Source: an optimization exercise on an open RTL-to-GDS flow (aim: small area and a short achievable clock period). Production flows keep margins and buffers that such runs may drop. RTL that was checked went through simulation tests only; none was proved equivalent to the original. The flow treats the clock pin as an ideal source. Dropping or thinning the clock tree relies on that and would not hold on a real chip. No activity file was given, so power comes from the tool's default toggle rates.

// dma_write
module dma_write (
    input  logic                              s_axi4l,
    input  logic                              rst,
    input  logic [8-1:0]   axi4l_awaddr,
    input  logic                              axi4l_awvalid,
    output logic                              axi4l_awready,
    input  dma_write_pkg::axi4l_data_t        axi4l_wdata,
    input  dma_write_pkg::axi4l_strb_t        axi4l_wstrb,
    input  logic                              axi4l_wvalid,
    output logic                              axi4l_wready,
    output dma_write_pkg::resp_t              axi4l_bresp,
    output logic                              axi4l_bvalid,
    input  logic                              axi4l_bready,
    input  logic [8-1:0]   axi4l_araddr,
    input  logic                              axi4l_arvalid,
    output logic                              axi4l_arready,
    output dma_write_pkg::axi4l_data_t        axi4l_rdata,
    output dma_write_pkg::resp_t              axi4l_rresp,
    output logic                              axi4l_rvalid,
    input  logic                              axi4l_rready,
    input  dma_write_pkg::data_t              axi4s_tdata,
    input  logic                              axi4s_tvalid,
    output logic                              axi4s_tready,
    output dma_write_pkg::id_t                m_awid,
    output dma_write_pkg::addr_t              m_awaddr,
    output dma_write_pkg::len_t               m_awlen,
    output logic                              m_awvalid,
    input  logic                              m_awready,
    output dma_write_pkg::data_t              m_wdata,
    output logic                              m_wlast,
    output logic                              m_wvalid,
    input  logic                              m_wready,
    input  dma_write_pkg::resp_t              m_bresp,
    input  logic                              m_bvalid,
    output logic                              m_bready
);
For scale: roughly 3,700 cells after synthesis, roughly 1,800 flip-flops, about 280 I/O pins.
==> module dma_sync_fifo, before the edit <==
module dma_sync_fifo #(
    parameter int  WIDTH     = 1,
    parameter int  PTR_BITS  = 3
) (
    input  logic     s_axi4l,
    input  logic     rst,
    input  logic [WIDTH-1:0] s_data,
    input  logic     s_valid,
    output logic     s_ready,
    output logic     s_ready_next,
    output logic [WIDTH-1:0] m_data,
    output logic     m_valid,
    input  logic     m_ready
);
    localparam int DEPTH = 1 << PTR_BITS;
    logic [WIDTH-1:0]    mem [0:DEPTH-1];
    logic [DEPTH-1:0]    wr_sel;
    logic [DEPTH-1:0]    rd_sel;
    logic                mem_empty;
    logic                mem_full;
    logic                one_left;
    logic                one_free;
    logic                push;
    logic                out_empty;     
    logic                load;
    logic                wr_inc;
    logic                rd_inc;
    logic                empty_next;
    logic                full_next;
    logic [WIDTH-1:0]    rd_word;
    assign s_ready = !mem_full;
    assign push    = s_valid && !mem_full;
    assign load    = out_empty || m_ready;
    assign wr_inc  = push && !(mem_empty && load);
    assign rd_inc  = load && !mem_empty;
    always_ff @(posedge s_axi4l) begin
        for (int i = 0; i < DEPTH; i++) begin
            if (!mem_full && wr_sel[i]) begin
                mem[i] <= s_data;
            end
        end
    end
    always_comb begin
        rd_word = '0;
        for (int i = 0; i < DEPTH; i++) begin
            rd_word = rd_word | ({WIDTH{rd_sel[i]}} & mem[i]);
        end
    end
    always_ff @(posedge s_axi4l) begin
        if (load) begin
            m_data <= mem_empty ? s_data : rd_word;
        end
    end
    assign one_left   = |({rd_sel[DEPTH-2:0], rd_sel[DEPTH-1]} & wr_sel);
    assign one_free   = |({wr_sel[DEPTH-2:0], wr_sel[DEPTH-1]} & rd_sel);
    assign empty_next = mem_empty ? !wr_inc : (one_left && rd_inc && !wr_inc);
    assign full_next  = mem_full  ? !rd_inc : (one_free && wr_inc && !rd_inc);
    assign s_ready_next = !full_next;
    always_ff @(posedge s_axi4l) begin
        if (rst) begin
            wr_sel    <= DEPTH'(1);
            rd_sel    <= DEPTH'(1);
            mem_empty <= 1'b1;
            mem_full  <= 1'b0;
            m_valid   <= 1'b0;
            out_empty <= 1'b1;
        end else begin
            if (wr_inc) begin
                wr_sel <= {wr_sel[DEPTH-2:0], wr_sel[DEPTH-1]};
            end
            if (rd_inc) begin
                rd_sel <= {rd_sel[DEPTH-2:0], rd_sel[DEPTH-1]};
            end
            mem_empty <= empty_next;
            mem_full  <= full_next;
            if (load) begin
                m_valid   <= !mem_empty || push;
                out_empty <= !(!mem_empty || push);
            end
        end
    end
endmodule
==> module dma_write, before the edit <==
module dma_write (
    input  logic                              s_axi4l,
    input  logic                              rst,
    input  logic [8-1:0]   axi4l_awaddr,
    input  logic                              axi4l_awvalid,
    output logic                              axi4l_awready,
    input  dma_write_pkg::axi4l_data_t        axi4l_wdata,
    input  dma_write_pkg::axi4l_strb_t        axi4l_wstrb,
    input  logic                              axi4l_wvalid,
    output logic                              axi4l_wready,
    output dma_write_pkg::resp_t              axi4l_bresp,
    output logic                              axi4l_bvalid,
    input  logic                              axi4l_bready,
    input  logic [8-1:0]   axi4l_araddr,
    input  logic                              axi4l_arvalid,
    output logic                              axi4l_arready,
    output dma_write_pkg::axi4l_data_t        axi4l_rdata,
    output dma_write_pkg::resp_t              axi4l_rresp,
    output logic                              axi4l_rvalid,
    input  logic                              axi4l_rready,
    input  dma_write_pkg::data_t              axi4s_tdata,
    input  logic                              axi4s_tvalid,
    output logic                              axi4s_tready,
    output dma_write_pkg::id_t                m_awid,
    output dma_write_pkg::addr_t              m_awaddr,
    output dma_write_pkg::len_t               m_awlen,
    output logic                              m_awvalid,
    input  logic                              m_awready,
    output dma_write_pkg::data_t              m_wdata,
    output logic                              m_wlast,
    output logic                              m_wvalid,
    input  logic                              m_wready,
    input  dma_write_pkg::resp_t              m_bresp,
    input  logic                              m_bvalid,
    output logic                              m_bready
);
    dma_write_pkg::aw_req_t    req;
    logic       req_valid;
    logic       req_ready;
    dma_write_pkg::aw_req_t    aw_out;
    dma_write_pkg::len_t       len;
    logic       len_valid;
    logic       len_ready;
    dma_write_pkg::len_t       lfifo_len;
    logic       lfifo_valid;
    logic       lfifo_ready;
    dma_write_pkg::w_beat_t    beat;
    logic       beat_valid;
    logic       beat_ready;
    logic       beat_ready_next;
    dma_write_pkg::w_beat_t    w_out;
    dma_write_regs i_regs (
        .s_axi4l, .rst,
        .axi4l_awaddr, .axi4l_awvalid, .axi4l_awready,
        .axi4l_wdata, .axi4l_wstrb, .axi4l_wvalid, .axi4l_wready,
        .axi4l_bresp, .axi4l_bvalid, .axi4l_bready,
        .axi4l_araddr, .axi4l_arvalid, .axi4l_arready,
        .axi4l_rdata, .axi4l_rresp, .axi4l_rvalid, .axi4l_rready,
        .req, .req_valid, .req_ready,
        .len, .len_valid, .len_ready,
        .m_bresp, .m_bvalid, .m_bready
    );
    dma_sync_fifo #(.WIDTH(4 + 32 + 8), .PTR_BITS(3)) i_aw_fifo (
        .s_axi4l, .rst,
        .s_data(req), .s_valid(req_valid), .s_ready(req_ready), .s_ready_next(),
        .m_data(aw_out), .m_valid(m_awvalid), .m_ready(m_awready)
    );
    dma_sync_fifo #(.WIDTH(8), .PTR_BITS(3)) i_len_fifo (
        .s_axi4l, .rst,
        .s_data(len), .s_valid(len_valid), .s_ready(len_ready), .s_ready_next(),
        .m_data(lfifo_len), .m_valid(lfifo_valid), .m_ready(lfifo_ready)
    );
    dma_wlast_gen i_wlast_gen (
        .s_axi4l, .rst,
        .len(lfifo_len), .len_valid(lfifo_valid), .len_ready(lfifo_ready),
        .axi4s_tdata, .axi4s_tvalid, .axi4s_tready,
        .beat, .beat_valid, .beat_ready, .beat_ready_next
    );
    dma_sync_fifo #(.WIDTH(1 + 64), .PTR_BITS(4)) i_w_fifo (
        .s_axi4l, .rst,
        .s_data(beat), .s_valid(beat_valid), .s_ready(beat_ready), .s_ready_next(beat_ready_next),
        .m_data(w_out), .m_valid(m_wvalid), .m_ready(m_wready)
    );
    assign m_awid   = aw_out.id;
    assign m_awaddr = aw_out.addr;
    assign m_awlen  = aw_out.len;
    assign m_wdata  = w_out.data;
    assign m_wlast  = w_out.last;
endmodule
export LEC_CHECK = 0
export CAP_MARGIN = 20
export CORE_MARGIN = 2
export CORE_UTILIZATION = 55
export SETUP_SLACK_MARGIN = 1.2
export SLEW_MARGIN = 20
create_clock -name core_clock -period 3.2 [get_ports {s_axi4l}]
standard.sh (not shown) runs the stock make flow with config.mk's settings and CLKGATE_MAP_FILE= SYNTH_SCRIPT=/design/flow/synth_recipe.tcl, a recipe that flattens the netlist after the stock synthesis.
==> flow/flow/run.sh <==
#!/bin/bash
# Own layout flow: the standard ORFS flow with these changes:
#  * plain buf_2 cells as the port buffers (buffer_ports would pick delay cells);
#  * a two-level clock tree (flow/manual_tree.tcl) in place of TritonCTS: the
#    clock port feeds 4 root clkbuf_16 beside it, each root feeds the leaf
#    clkbuf_16 of one quarter of the die, each leaf a balanced group of sinks;
#  * the clock port pinned to the middle of the left edge (flow/io.tcl).
# ORFS's scripts are copied into the work folder and cts.tcl is replaced by
# flow/cts.tcl, which differs only in calling manual_tree.tcl.
# Each tool's full output goes to a log file in this folder (make_flow.log,
# and ORFS's own per-step logs under orfs/logs).
set -euo pipefail
W=$(pwd)
rm -rf "$W/orfs_scripts"
cp -r "$FLOW_HOME/scripts" "$W/orfs_scripts"
cp "$W/flow/cts.tcl" "$W/flow/manual_tree.tcl" "$W/orfs_scripts/"
export MANUAL_CTS=1 MT_CLK_PORT=s_axi4l MT_ROOT_DEPTH=2 MT_LEAF_DEPTH=4
export MT_ROOT_BUF=sky130_fd_sc_hd__clkbuf_16 MT_LEAF_BUF=sky130_fd_sc_hd__clkbuf_16
export PRE_IO_PLACEMENT_TCL="$W/flow/io.tcl"
bash standard.sh "SCRIPTS_DIR=$W/orfs_scripts" \
  "BUFFER_PORTS_ARGS=-buffer_cell sky130_fd_sc_hd__buf_2" finish > make_flow.log 2>&1
Other scripts of this flow, unchanged in this note and not shown: flow/flow/cts.tcl, flow/flow/io.tcl, flow/flow/manual_tree.tcl
Edit:
--- a/flow/design.v
+++ b/flow/design.v
@@ -18,11 +18,12 @@
         data_t  data;
     } w_beat_t;
 endpackage
 module dma_sync_fifo #(
     parameter int  WIDTH     = 1,
-    parameter int  PTR_BITS  = 3
+    parameter int  PTR_BITS  = 3,
+    parameter bit  GATED_READ = 1'b0
 ) (
     input  logic     s_axi4l,
     input  logic     rst,
     input  logic [WIDTH-1:0] s_data,
     input  logic     s_valid,
@@ -34,10 +35,12 @@
 );
     localparam int DEPTH = 1 << PTR_BITS;
     logic [WIDTH-1:0]    mem [0:DEPTH-1];
     logic [DEPTH-1:0]    wr_sel;
     logic [DEPTH-1:0]    rd_sel;
+    logic [DEPTH-1:0]    rd_sel_next;
+    logic [DEPTH-1:0]    rd_take;       
     logic                mem_empty;
     logic                mem_full;
     logic                one_left;
     logic                one_free;
     logic                push;
@@ -58,19 +61,40 @@
             if (!mem_full && wr_sel[i]) begin
                 mem[i] <= s_data;
             end
         end
     end
-    always_comb begin
-        rd_word = '0;
-        for (int i = 0; i < DEPTH; i++) begin
-            rd_word = rd_word | ({WIDTH{rd_sel[i]}} & mem[i]);
+    assign rd_sel_next = rd_inc ? {rd_sel[DEPTH-2:0], rd_sel[DEPTH-1]} : rd_sel;
+    generate
+        if (GATED_READ) begin : g_gated
+            always_ff @(posedge s_axi4l) begin
+                if (rst) begin
+                    rd_take <= '0;
+                end else begin
+                    rd_take <= empty_next ? '0 : rd_sel_next;
+                end
+            end
+            always_comb begin
+                rd_word = {WIDTH{mem_empty}} & s_data;
+                for (int i = 0; i < DEPTH; i++) begin
+                    rd_word = rd_word | ({WIDTH{rd_take[i]}} & mem[i]);
+                end
+            end
+        end else begin : g_plain
+            assign rd_take = '0;
+            always_comb begin
+                rd_word = '0;
+                for (int i = 0; i < DEPTH; i++) begin
+                    rd_word = rd_word | ({WIDTH{rd_sel[i]}} & mem[i]);
+                end
+                rd_word = mem_empty ? s_data : rd_word;
+            end
         end
-    end
+    endgenerate
     always_ff @(posedge s_axi4l) begin
         if (load) begin
-            m_data <= mem_empty ? s_data : rd_word;
+            m_data <= rd_word;
         end
     end
     assign one_left   = |({rd_sel[DEPTH-2:0], rd_sel[DEPTH-1]} & wr_sel);
     assign one_free   = |({wr_sel[DEPTH-2:0], wr_sel[DEPTH-1]} & rd_sel);
     assign empty_next = mem_empty ? !wr_inc : (one_left && rd_inc && !wr_inc);
@@ -86,13 +110,11 @@
             out_empty <= 1'b1;
         end else begin
             if (wr_inc) begin
                 wr_sel <= {wr_sel[DEPTH-2:0], wr_sel[DEPTH-1]};
             end
-            if (rd_inc) begin
-                rd_sel <= {rd_sel[DEPTH-2:0], rd_sel[DEPTH-1]};
-            end
+            rd_sel <= rd_sel_next;
             mem_empty <= empty_next;
             mem_full  <= full_next;
             if (load) begin
                 m_valid   <= !mem_empty || push;
                 out_empty <= !(!mem_empty || push);
@@ -426,11 +448,11 @@
         .s_axi4l, .rst,
         .len(lfifo_len), .len_valid(lfifo_valid), .len_ready(lfifo_ready),
         .axi4s_tdata, .axi4s_tvalid, .axi4s_tready,
         .beat, .beat_valid, .beat_ready, .beat_ready_next
     );
-    dma_sync_fifo #(.WIDTH(1 + 64), .PTR_BITS(4)) i_w_fifo (
+    dma_sync_fifo #(.WIDTH(1 + 64), .PTR_BITS(4), .GATED_READ(1'b1)) i_w_fifo (
         .s_axi4l, .rst,
         .s_data(beat), .s_valid(beat_valid), .s_ready(beat_ready), .s_ready_next(beat_ready_next),
         .m_data(w_out), .m_valid(m_wvalid), .m_ready(m_wready)
     );
     assign m_awid   = aw_out.id;
Result: The new run completed with no timing, DRC or antenna violations. Core utilization falls by 0.99 points. Wire length falls by 7.7%. Area after synthesis is about the same. Setup slack is better by 27 ps. Combinational power falls by 11%. Clock power stays flat. Power rises by 0.36%. Global-route usage falls by 2.1 points. Sequential share of layout area rises by 1.6 points.
Only the layout flow was run in the first run of this note; the RTL was not checked for function there. No run of this note takes its clock network from TritonCTS; it comes from the design's own scripts or RTL.


Setup of main:
dma_write, a different RTL version from the one above (not shown whole).
Size: about 1800 flip-flops, roughly 0.065 sq mm of cells after synthesis.
==> flow/config.mk <==
export PLATFORM = sky130hd
export DESIGN_NAME = dma_write
export DESIGN_NICKNAME = dma_write
export VERILOG_FILES = /design/flow/design.v
export SDC_FILE = /design/flow/constraint.sdc
export NUM_CORES = 4
export LEC_CHECK = 0
export CAP_MARGIN = 20
export CORE_MARGIN = 2
export CORE_UTILIZATION = 55
export SETUP_SLACK_MARGIN = 1.2
export SLEW_MARGIN = 20
==> flow/constraint.sdc <==
create_clock -name core_clock -period 3.2 [get_ports {s_axi4l}]
set_input_delay 0.6400 -clock core_clock [delete_from_list [all_inputs] [get_ports {s_axi4l}]]
set_output_delay 0.6400 -clock core_clock [all_outputs]
set_load 0.01 [all_outputs]
==> flow/flow/run.sh <==
#!/bin/bash
# Own layout flow: the standard ORFS flow with two changes:
#  * plain buf_2 cells as the port buffers (buffer_ports would pick delay cells);
#  * a two-level clock tree (flow/manual_tree.tcl) in place of TritonCTS: the
#    clock port feeds 4 root clkbuf_16 beside it, each root feeds the leaf
#    clkbuf_16 of one quarter of the die, each leaf a balanced group of sinks.
# ORFS's scripts are copied into the work folder and cts.tcl is replaced by
# flow/cts.tcl, which differs only in calling manual_tree.tcl.
# Each tool's full output goes to a log file in this folder (make_flow.log,
# and ORFS's own per-step logs under orfs/logs).
set -euo pipefail
W=$(pwd)
rm -rf "$W/orfs_scripts"
cp -r "$FLOW_HOME/scripts" "$W/orfs_scripts"
cp "$W/flow/cts.tcl" "$W/flow/manual_tree.tcl" "$W/orfs_scripts/"
export MANUAL_CTS=1 MT_CLK_PORT=s_axi4l MT_ROOT_DEPTH=2 MT_LEAF_DEPTH=4
export MT_ROOT_BUF=sky130_fd_sc_hd__clkbuf_16 MT_LEAF_BUF=sky130_fd_sc_hd__clkbuf_16
bash standard.sh "SCRIPTS_DIR=$W/orfs_scripts" \
  "BUFFER_PORTS_ARGS=-buffer_cell sky130_fd_sc_hd__buf_2" finish > make_flow.log 2>&1
Other scripts of this flow, unchanged in this note and not shown: flow/flow/cts.tcl, flow/flow/manual_tree.tcl
Input changes introduced in the feature branch (baseline for comparison: main):
-- flow/design.v --
<<< main, line 21
module dma_sync_fifo #(
    parameter int  WIDTH     = 1,
    parameter int  PTR_BITS  = 3
) (
    input  logic     s_axi4l,
>>> the feature branch, line 21
module dma_sync_fifo #(
    parameter int  WIDTH     = 1,
    parameter int  PTR_BITS  = 3,
    parameter bit  CLEAR_DATA = 1'b0
) (
    input  logic     s_axi4l,
<<< main, line 43
    logic                one_free;
    logic                push;
    logic                out_empty;     
    logic                load;
    logic                wr_inc;
>>> the feature branch, line 44
    logic                one_free;
    logic                push;
    logic                load;
    logic                wr_inc;
<<< main, line 52
    assign s_ready = !mem_full;
    assign push    = s_valid && !mem_full;
    assign load    = out_empty || m_ready;
    assign wr_inc  = push && !(mem_empty && load);
    assign rd_inc  = load && !mem_empty;
>>> the feature branch, line 52
    assign s_ready = !mem_full;
    assign push    = s_valid && !mem_full;
    assign load    = !m_valid || m_ready;
    assign wr_inc  = push && !(mem_empty && load);
    assign rd_inc  = load && !mem_empty;
<<< main, line 69
    end
    always_ff @(posedge s_axi4l) begin
        if (load) begin
            m_data <= mem_empty ? s_data : rd_word;
        end
>>> the feature branch, line 69
    end
    always_ff @(posedge s_axi4l) begin
        if (CLEAR_DATA && rst) begin
            m_data <= '0;
        end else if (load) begin
            m_data <= mem_empty ? s_data : rd_word;
        end
<<< main, line 86
            mem_full  <= 1'b0;
            m_valid   <= 1'b0;
            out_empty <= 1'b1;
        end else begin
            if (wr_inc) begin
>>> the feature branch, line 88
            mem_full  <= 1'b0;
            m_valid   <= 1'b0;
        end else begin
            if (wr_inc) begin
<<< main, line 102
            mem_full  <= full_next;
            if (load) begin
                m_valid   <= !mem_empty || push;
                out_empty <= !(!mem_empty || push);
            end
        end
>>> the feature branch, line 103
            mem_full  <= full_next;
            if (load) begin
                m_valid <= !mem_empty || push;
            end
        end
<<< main, line 159
    logic         launch;
    logic         resp_accept;
    logic         bready_n;        
    logic         rvalid_n;        
    function automatic dma_write_pkg::axi4l_data_t write_mask(
        input dma_write_pkg::axi4l_data_t org,
>>> the feature branch, line 159
    logic         launch;
    logic         resp_accept;
    function automatic dma_write_pkg::axi4l_data_t write_mask(
        input dma_write_pkg::axi4l_data_t org,
<<< main, line 191
        end
    end
    assign resp_accept    = m_bvalid && !bready_n;
    assign cnt_is_one = (issue_cnt == (8)'(1));
    assign cnt_is_max = (issue_cnt == '1);
>>> the feature branch, line 189
        end
    end
    assign resp_accept    = m_bvalid && m_bready;
    assign cnt_is_one = (issue_cnt == (8)'(1));
    assign cnt_is_max = (issue_cnt == '1);
<<< main, line 213
            2'b01:   bready_next = !cnt_is_one;
            2'b11:   bready_next = 1'b1;
            default: bready_next = !bready_n;
        endcase
    end
>>> the feature branch, line 211
            2'b01:   bready_next = !cnt_is_one;
            2'b11:   bready_next = 1'b1;
            default: bready_next = m_bready;
        endcase
    end
<<< main, line 228
            cnt_minus   <= '1;
            m_bready    <= 1'b0;
            bready_n    <= 1'b1;
        end else begin
            if (req_valid && req_ready) begin
>>> the feature branch, line 226
            cnt_minus   <= '1;
            m_bready    <= 1'b0;
        end else begin
            if (req_valid && req_ready) begin
<<< main, line 275
            endcase
            m_bready  <= bready_next;
            bready_n  <= !bready_next;
        end
    end
>>> the feature branch, line 272
            endcase
            m_bready  <= bready_next;
        end
    end
<<< main, line 284
    assign axi4l_arready = !axi4l_rvalid || axi4l_rready;
    assign axi4l_rresp   = '0;
    assign rd_en         = axi4l_arvalid && (rvalid_n || axi4l_rready);
    always_ff @(posedge s_axi4l) begin
        if (rd_en) begin
>>> the feature branch, line 280
    assign axi4l_arready = !axi4l_rvalid || axi4l_rready;
    assign axi4l_rresp   = '0;
    assign rd_en         = axi4l_arvalid && axi4l_arready;
    always_ff @(posedge s_axi4l) begin
        if (rd_en) begin
<<< main, line 302
        if (rst) begin
            axi4l_rvalid <= 1'b0;
            rvalid_n     <= 1'b1;
        end else if (rd_en) begin
            axi4l_rvalid <= 1'b1;
            rvalid_n     <= 1'b0;
        end else if (axi4l_rready) begin
            axi4l_rvalid <= 1'b0;
            rvalid_n     <= 1'b1;
        end
    end
>>> the feature branch, line 298
        if (rst) begin
            axi4l_rvalid <= 1'b0;
        end else if (rd_en) begin
            axi4l_rvalid <= 1'b1;
        end else if (axi4l_rready) begin
            axi4l_rvalid <= 1'b0;
        end
    end
<<< main, line 331
    logic   last;
    logic   accept;
    logic   tready_n;        
    assign accept = axi4s_tvalid && !tready_n;
    assign len_ready   = !active || (last && accept);
    assign active_next = len_ready ? len_valid : active;
>>> the feature branch, line 324
    logic   last;
    logic   accept;
    assign accept = axi4s_tvalid && axi4s_tready;
    assign len_ready   = !active || (last && accept);
    assign active_next = len_ready ? len_valid : active;
<<< main, line 341
            last         <= 1'b0;
            axi4s_tready <= 1'b0;
            tready_n     <= 1'b1;
        end else begin
            if (len_ready) begin
>>> the feature branch, line 333
            last         <= 1'b0;
            axi4s_tready <= 1'b0;
        end else begin
            if (len_ready) begin
<<< main, line 352
            end
            axi4s_tready <= beat_ready_next && active_next;
            tready_n     <= !(beat_ready_next && active_next);
        end
    end
>>> the feature branch, line 343
            end
            axi4s_tready <= beat_ready_next && active_next;
        end
    end
<<< main, line 436
        .beat, .beat_valid, .beat_ready, .beat_ready_next
    );
    dma_sync_fifo #(.WIDTH(1 + 64), .PTR_BITS(4)) i_w_fifo (
        .s_axi4l, .rst,
        .s_data(beat), .s_valid(beat_valid), .s_ready(beat_ready), .s_ready_next(beat_ready_next),
>>> the feature branch, line 426
        .beat, .beat_valid, .beat_ready, .beat_ready_next
    );
    dma_sync_fifo #(.WIDTH(1 + 64), .PTR_BITS(4), .CLEAR_DATA(1'b1)) i_w_fifo (
        .s_axi4l, .rst,
        .s_data(beat), .s_valid(beat_valid), .s_ready(beat_ready), .s_ready_next(beat_ready_next),
Findings:
Re total count of hold-check failures in the final report: no difference whatsoever between main and the feature branch. Relative to main, global-route usage decreased by 0.44 points in the feature branch. For the final wirelength, the feature branch came in 1.3% lower than main did. [the feature branch] worst reg-to-reg path cell count rose 1 relative to main. Any difference in global-route wire length before repair between the feature branch and main is small enough to ignore. Core area delta for the feature branch relative to main: about 1.3% higher. Compared with main, the feature branch shows a higher post-place setup slack. Compared with main, final weighted congestion in routability-driven placement in the feature branch increased slightly. | clock skew | the feature branch vs main | better |. Looking at clock network power share, the feature branch sits 0.2 points higher than main does. The feature branch gives less layout sequential cell count than main did. On worst hold slack, main loses to the feature branch. Taking main as the reference point, the logic depth of the worst path, buffers included of the feature branch rises by 1.
No functional check of the RTL was part of any run of this note. In every run of this note, the design's own scripts or RTL, not TritonCTS, make the clock network.

==> what the ideal ports hide <==
How much do the figures lean on ideal ports? The routed layouts below were timed once more, with nothing changed but the port constraints.
Step 1 sets driving cells, clkbuf_16 on the clock port and buf_2 on the other inputs (assumed; they add their load-dependent delay and slew).
Step 2 times the ports against the registers' clock, not the clock port: input delays grow and output delays shrink by t, the midpoint of the rising clock arrivals with the driver on.
a / b / c = ideal / step 1 / step 2; a / b = the first two.
run | t, ns | setup slack, ns | worst setup path at the end | worst register clock-pin slew, ns | pins driven straight from the clock port
the first run of note 1 | 0.579 | 1.201 / 1.201 / 0.682 | input to register | 0.11 / 0.11 | 4
the second run of note 1 | 0.581 | 1.228 / 1.228 / 0.816 | input to register | 0.11 / 0.11 | 4
main | 0.603 | 1.096 / 1.096 / 0.801 | input to register | 0.12 / 0.12 | 4
the feature branch | 0.595 | 1.213 / 1.213 / 0.890 | input to register | 0.11 / 0.11 | 4
After both steps setup and hold are still met in every run listed. For the first run of note 1, which loses most, drivers alone change the setup slack by 0.000 ns; drivers and shift together by -0.519 ns.
